Source: an optimization exercise on an open RTL-to-GDS flow (aim: small area and a short achievable clock period). Production flows keep margins and buffers that such runs may drop. Only simulation tests tie the RTL to the original design; equivalence was not proved. Power is estimated from default activity; no workload was simulated.

== v22 ==
Design rv_front_top, start of the top module:
module rv_front_top #(
    parameter int                DWIDTH     = 32,
    parameter int                AWIDTH     = 32,
    parameter logic [AWIDTH-1:0] RESET_PC   = '0,
    parameter int                IMEM_DEPTH = 64
)(
    input  logic                                clk,
    input  logic                                rst_n_i,
    input  logic                                imem_we_i,
    input  logic [$clog2(IMEM_DEPTH)-1:0]       imem_waddr_i,
    input  logic [DWIDTH-1:0]                   imem_wdata_i,
    input  logic                                stall_i,
    input  logic                                redirect_i,
    input  logic [AWIDTH-1:0]                   redirect_target_i,
    input  logic                                wb_en_i,
    input  logic [rv_front_pkg::REG_ADDR_W-1:0] wb_rd_i,
    input  logic [DWIDTH-1:0]                   wb_data_i,
    output logic [AWIDTH-1:0]                   pc_o,
    output logic [DWIDTH-1:0]                   insn_o,
    output logic [6:0]                          opcode_o,
    output logic [rv_front_pkg::REG_ADDR_W-1:0] rd_o,
    output logic [rv_front_pkg::REG_ADDR_W-1:0] rs1_o,
    output logic [rv_front_pkg::REG_ADDR_W-1:0] rs2_o,
    output logic [6:0]                          funct7_o,
    output logic [2:0]                          funct3_o,
    output logic [4:0]                          shamt_o,
    output logic [DWIDTH-1:0]                   imm_o,
    output logic [DWIDTH-1:0]                   rs1_data_o,
    output logic [DWIDTH-1:0]                   rs2_data_o
);
For scale: ~3200 flip-flops, roughly 310 I/O pins.
export LEC_CHECK = 0
export CAP_MARGIN = 20
export CORE_MARGIN = 2
export CORE_UTILIZATION = 50
export CTS_CLUSTER_DIAMETER = 60
export CTS_CLUSTER_SIZE = 16
export SETUP_SLACK_MARGIN = 3.6
export SLEW_MARGIN = 20
export SYNTH_HIERARCHICAL = 1
export SYNTH_MINIMUM_KEEP_SIZE = 0
export BUFFER_PORTS_ARGS = -buffer_cell sky130_fd_sc_hd__buf_4
create_clock -name core_clock -period 8.5 [get_ports {clk}]
standard.sh (not shown) runs the stock make flow with config.mk's settings and CLKGATE_MAP_FILE= SYNTH_SCRIPT=/design/flow/synth_recipe.tcl, a recipe that flattens the netlist after the stock synthesis.
==> flow/flow/run.sh <==
#!/bin/bash
# Layout flow: the standard flow (standard.sh), with the port buffers
# that global placement inserts made plain buf_4 cells instead of the
# default pick, so the sizing repair can resize them. Every port still
# gets its buffer.
set -euo pipefail
cat >> config.mk <<'EOC'
export BUFFER_PORTS_ARGS = -buffer_cell sky130_fd_sc_hd__buf_4
EOC
bash standard.sh > standard_flow.log 2>&1
The inputs of v20 differ from those of v22 as listed below.
--- a/flow/design.v
+++ b/flow/design.v
@@ -125,23 +125,35 @@
 module rvf_mux2 (
     input  logic a, b, s,
     output logic y
 );
     assign y = s ? b : a;
 endmodule
+module rvf_and4 (
+    input  logic a, b, c, d,
+    output logic y
+);
+    assign y = a & b & c & d;
+endmodule
+module rvf_mux2i (
+    input  logic a, b, s,
+    output logic y
+);
+    assign y = ~(s ? b : a);
+endmodule
 module rvf_xor2 (
     input  logic a, b,
     output logic y
 );
     assign y = a ^ b;
 endmodule
 module rvf_byp8n (
     input  logic [4:0] wb_rd,
     input  logic [4:0] rs,
     input  logic       act_n,
-    input  logic [7:0] wb_data,
+    input  logic [7:0] wb_data_n,   
     input  logic [7:0] rd_n,
     output logic [7:0] y
 );
     logic [4:0] dif;
     logic [1:0] same;
     logic       hit_n;
@@ -149,13 +161,13 @@
         rvf_xor2 u_x (.a(wb_rd[i]), .b(rs[i]), .y(dif[i]));
     end
     rvf_nor3  u_s0 (.a(dif[0]), .b(dif[1]), .c(dif[2]), .y(same[0]));
     rvf_nor3  u_s1 (.a(dif[3]), .b(dif[4]), .c(act_n), .y(same[1]));
     rvf_nand2 u_h  (.a(same[0]), .b(same[1]), .y(hit_n));
     for (genvar i = 0; i < 8; i++) begin : g_m
-        rvf_mux2 u_m (.a(wb_data[i]), .b(~rd_n[i]), .s(hit_n), .y(y[i]));
+        rvf_mux2i u_m (.a(wb_data_n[i]), .b(rd_n[i]), .s(hit_n), .y(y[i]));
     end
 endmodule
 module rv_front_top #(
     parameter int                DWIDTH     = 32,
     parameter int                AWIDTH     = 32,
     parameter logic [AWIDTH-1:0] RESET_PC   = '0,
@@ -363,17 +375,29 @@
         else          valid_q <= valid_q | wb_sel;
     end
     logic [NREG-1:1]   valid_next;
     logic [NREG-1:1]   sel1_next, sel2_next;
     logic [NREG-1:1]   sel1_q, sel2_q;
     assign valid_next = rst_n_i ? (valid_q | wb_sel) : '0;
+    logic [3:0] lo1, lo2;    
+    logic [7:0] hi1, hi2;    
     always_comb begin
-        for (int i = 1; i < NREG; i++) begin
-            sel1_next[i] = (insn_next[19:15] == RA_W'(i)) && !no_rs1_n && valid_next[i];
-            sel2_next[i] = (insn_next[24:20] == RA_W'(i)) && !no_rs2_n && valid_next[i];
+        for (int j = 0; j < 4; j++) begin
+            lo1[j] = (insn_next[16:15] == 2'(j));
+            lo2[j] = (insn_next[21:20] == 2'(j));
         end
+        for (int j = 0; j < 8; j++) begin
+            hi1[j] = (insn_next[19:17] == 3'(j));
+            hi2[j] = (insn_next[24:22] == 3'(j));
+        end
+    end
+    for (genvar i = 1; i < NREG; i++) begin : g_sel
+        rvf_and4 u_s1 (.a(lo1[i % 4]), .b(hi1[i / 4]), .c(!no_rs1_n),
+                       .d(valid_next[i]), .y(sel1_next[i]));
+        rvf_and4 u_s2 (.a(lo2[i % 4]), .b(hi2[i / 4]), .c(!no_rs2_n),
+                       .d(valid_next[i]), .y(sel2_next[i]));
     end
     always_ff @(posedge clk) begin
         sel1_q <= sel1_next;
         sel2_q <= sel2_next;
     end
     logic [DWIDTH-1:0] rd1_n, rd2_n;    
@@ -383,21 +407,23 @@
         for (genvar i = 1; i < NREG; i++) begin : g_col
             assign col[i] = regs_q[i][b];
         end
         rvf_sel31n u_sel1 (.s(sel1_q), .d(col), .y_n(rd1_n[b]));
         rvf_sel31n u_sel2 (.s(sel2_q), .d(col), .y_n(rd2_n[b]));
     end
+    logic [DWIDTH-1:0] wb_data_n;
+    assign wb_data_n = ~wb_data_i;
     assign act1_n = !(wb_en_i && rs1_nz_q);
     assign act2_n = !(wb_en_i && rs2_nz_q);
     for (genvar k = 0; k < DWIDTH / 8; k++) begin : g_byp
         rvf_byp8n u_byp1 (
             .wb_rd (wb_rd_i), .rs (rs1_q), .act_n (act1_n),
-            .wb_data (wb_data_i[8*k +: 8]), .rd_n (rd1_n[8*k +: 8]),
+            .wb_data_n (wb_data_n[8*k +: 8]), .rd_n (rd1_n[8*k +: 8]),
             .y (rs1_data_o[8*k +: 8])
         );
         rvf_byp8n u_byp2 (
             .wb_rd (wb_rd_i), .rs (rs2_q), .act_n (act2_n),
-            .wb_data (wb_data_i[8*k +: 8]), .rd_n (rd2_n[8*k +: 8]),
+            .wb_data_n (wb_data_n[8*k +: 8]), .rd_n (rd2_n[8*k +: 8]),
             .y (rs2_data_o[8*k +: 8])
         );
     end
 endmodule
Notes after the runs:
- v20: instance area after placement lower than v22
- Delta(setup slack, v20 - v22) > 0
- Diff v22 -> v20 | routed wire length | decrease of 6.3 mm
- Die area essentially unchanged between v22 and v20.
- Of v20 and v22, the lower portion of the clock cycle consumed by the worst path in the final layout belongs to v20.
- v20 against v22: die boundary width level; count of buffers added by post-CTS timing repair for setup went down 1; initial core utilization flat; global routing usage summed across all routing layers held steady; count of clock-buffer cells in the layout shows an increase of 17.
- Summary of v20 over v22: HPWL reported at the end of detailed placement went down by about 2.5%, total internal power held steady, cell area went down by 0.0021 mm^2.


rv_front_top, a different RTL version from the one above (not shown whole).
Size in the first run: about 6300 cells after synthesis, about 3200 flip-flops, ~310 I/O pins, ~120000 µm² of cells after synthesis.
export LEC_CHECK = 0
export CAP_MARGIN = 20
export CORE_MARGIN = 2
export CORE_UTILIZATION = 50
export CTS_CLUSTER_DIAMETER = 75
export CTS_CLUSTER_SIZE = 22
export SETUP_SLACK_MARGIN = 3.8
export SLEW_MARGIN = 20
export SYNTH_HIERARCHICAL = 1
export SYNTH_MINIMUM_KEEP_SIZE = 0
export BUFFER_PORTS_ARGS = -buffer_cell sky130_fd_sc_hd__buf_4
create_clock -name core_clock -period 8.5 [get_ports {clk}]
Scripts as last shown in full above: flow/flow/run.sh
==> next run, changes <==
--- a/flow/design.v
+++ b/flow/design.v
@@ -71,35 +71,28 @@
     rvf_nand3 u_l2_4 (.a(l1[16]), .b(l1[17]), .c(l1[18]), .y(l2[4]));
     rvf_nand3 u_l2_5 (.a(l1[19]), .b(l1[20]), .c(l1[21]), .y(l2[5]));
     rvf_nor3  u_l3a (.a(l2[0]), .b(l2[1]), .c(l2[2]), .y(l3[0]));
     rvf_nor3  u_l3b (.a(l2[3]), .b(l2[4]), .c(l2[5]), .y(l3[1]));
     rvf_nand2 u_l4  (.a(l3[0]), .b(l3[1]), .y(y));
 endmodule
-module rvf_o31ai (
-    input  logic a, b, c, en,
-    output logic y
-);
-    assign y = ~((a | b | c) & en);
-endmodule
 module rvf_sel31n (
     input  logic [30:0] s,
     input  logic [30:0] d,
-    input  logic        en,
     output logic        y_n
 );
     logic [10:0] l1;
     logic [2:0]  l2;
     for (genvar i = 0; i < 10; i++) begin : g_l1
         rvf_aoi222 u (.a0(s[3*i]), .b0(d[3*i]), .a1(s[3*i+1]), .b1(d[3*i+1]),
                       .a2(s[3*i+2]), .b2(d[3*i+2]), .y(l1[i]));
     end
     rvf_nand2 u_l1_last (.a(s[30]), .b(d[30]), .y(l1[10]));
     rvf_nand4 u_l2_0 (.a(l1[0]), .b(l1[1]), .c(l1[2]), .d(l1[3]), .y(l2[0]));
     rvf_nand4 u_l2_1 (.a(l1[4]), .b(l1[5]), .c(l1[6]), .d(l1[7]), .y(l2[1]));
     rvf_nand3 u_l2_2 (.a(l1[8]), .b(l1[9]), .c(l1[10]), .y(l2[2]));
-    rvf_o31ai u_l3   (.a(l2[0]), .b(l2[1]), .c(l2[2]), .en(en), .y(y_n));
+    rvf_nor3  u_l3   (.a(l2[0]), .b(l2[1]), .c(l2[2]), .y(y_n));
 endmodule
 module rvf_rsel (
     input  logic a, a_d,
     input  logic b, b_d,
     input  logic c, c_d,
     input  logic w,
@@ -384,44 +377,41 @@
     logic [NREG-1:1]   valid_next;
     logic [NREG-1:1]   sel1_next, sel2_next;
     logic [NREG-1:1]   sel1_q, sel2_q;
     assign valid_next = rst_n_i ? (valid_q | wb_sel) : '0;
     logic [3:0] lo1, lo2;    
     logic [7:0] hi1, hi2;    
-    logic       use1_q, use2_q;
     always_comb begin
         for (int j = 0; j < 4; j++) begin
             lo1[j] = (insn_next[16:15] == 2'(j));
             lo2[j] = (insn_next[21:20] == 2'(j));
         end
         for (int j = 0; j < 8; j++) begin
-            hi1[j] = (insn_next[19:17] == 3'(j));
-            hi2[j] = (insn_next[24:22] == 3'(j));
+            hi1[j] = (insn_next[19:17] == 3'(j)) && !no_rs1_n;
+            hi2[j] = (insn_next[24:22] == 3'(j)) && !no_rs2_n;
         end
     end
     for (genvar i = 1; i < NREG; i++) begin : g_sel
         rvf_and3 u_s1 (.a(lo1[i % 4]), .b(hi1[i / 4]), .c(valid_next[i]),
                        .y(sel1_next[i]));
         rvf_and3 u_s2 (.a(lo2[i % 4]), .b(hi2[i / 4]), .c(valid_next[i]),
                        .y(sel2_next[i]));
     end
     always_ff @(posedge clk) begin
         sel1_q <= sel1_next;
         sel2_q <= sel2_next;
-        use1_q <= !no_rs1_n;
-        use2_q <= !no_rs2_n;
     end
     logic [DWIDTH-1:0] rd1_n, rd2_n;    
     logic              act1_n, act2_n;    
     for (genvar b = 0; b < DWIDTH; b++) begin : g_rf
         logic [NREG-1:1] col;
         for (genvar i = 1; i < NREG; i++) begin : g_col
             assign col[i] = regs_q[i][b];
         end
-        rvf_sel31n u_sel1 (.s(sel1_q), .d(col), .en(use1_q), .y_n(rd1_n[b]));
-        rvf_sel31n u_sel2 (.s(sel2_q), .d(col), .en(use2_q), .y_n(rd2_n[b]));
+        rvf_sel31n u_sel1 (.s(sel1_q), .d(col), .y_n(rd1_n[b]));
+        rvf_sel31n u_sel2 (.s(sel2_q), .d(col), .y_n(rd2_n[b]));
     end
     logic [DWIDTH-1:0] wb_data_n;
     assign wb_data_n = ~wb_data_i;
     assign act1_n = !(wb_en_i && rs1_nz_q);
     assign act2_n = !(wb_en_i && rs2_nz_q);
     for (genvar k = 0; k < DWIDTH / 8; k++) begin : g_byp
Effect: Sequential power stays flat. Setup slack improved by 0.024 ns. First-iteration DRC count drops by 6.5%. Combinational power stays flat. Sequential share of layout area climbs by 0.20 points. Power goes down by 0.74%. Sequential cell count decreases by 1. Non-clock buffer count increases by 62. Worst hold slack degrades by 0.0053 ns. Final area fell by 0.40%. Routed wire length goes down by 4.3%.

port drivers added, routing unchanged:
In the flow no input, the clock included, has a driving cell. The finished layouts below were timed again as built, in two steps. Step 1: set_driving_cell puts a clkbuf_16 on clk and a buf_2 on each other input, an assumption about the parent block. Step 2 times the ports against the registers' clock, not the clock port: input delays grow and output delays shrink by t, the midpoint of the rising clock arrivals with the driver on. Three values: no drivers, after step 1, after step 2; two values: the first two.
run	t (ns)	setup slack, ns	clock arrival spread, ns	cell pins on the clock port's net
v22	0.980	3.265 / 3.129 / 2.149	0.065 / 0.065	1
v20	0.998	3.419 / 3.327 / 2.329	0.065 / 0.065	1
the first run of note 2	0.977	3.543 / 3.443 / 2.466	0.046 / 0.046	1
the second run of note 2	0.974	3.567 / 3.476 / 2.502	0.041 / 0.041	1
After both steps setup and hold are still met in every run listed. For v22, which loses most, drivers alone change the setup slack by -0.136 ns; drivers and shift together by -1.116 ns.
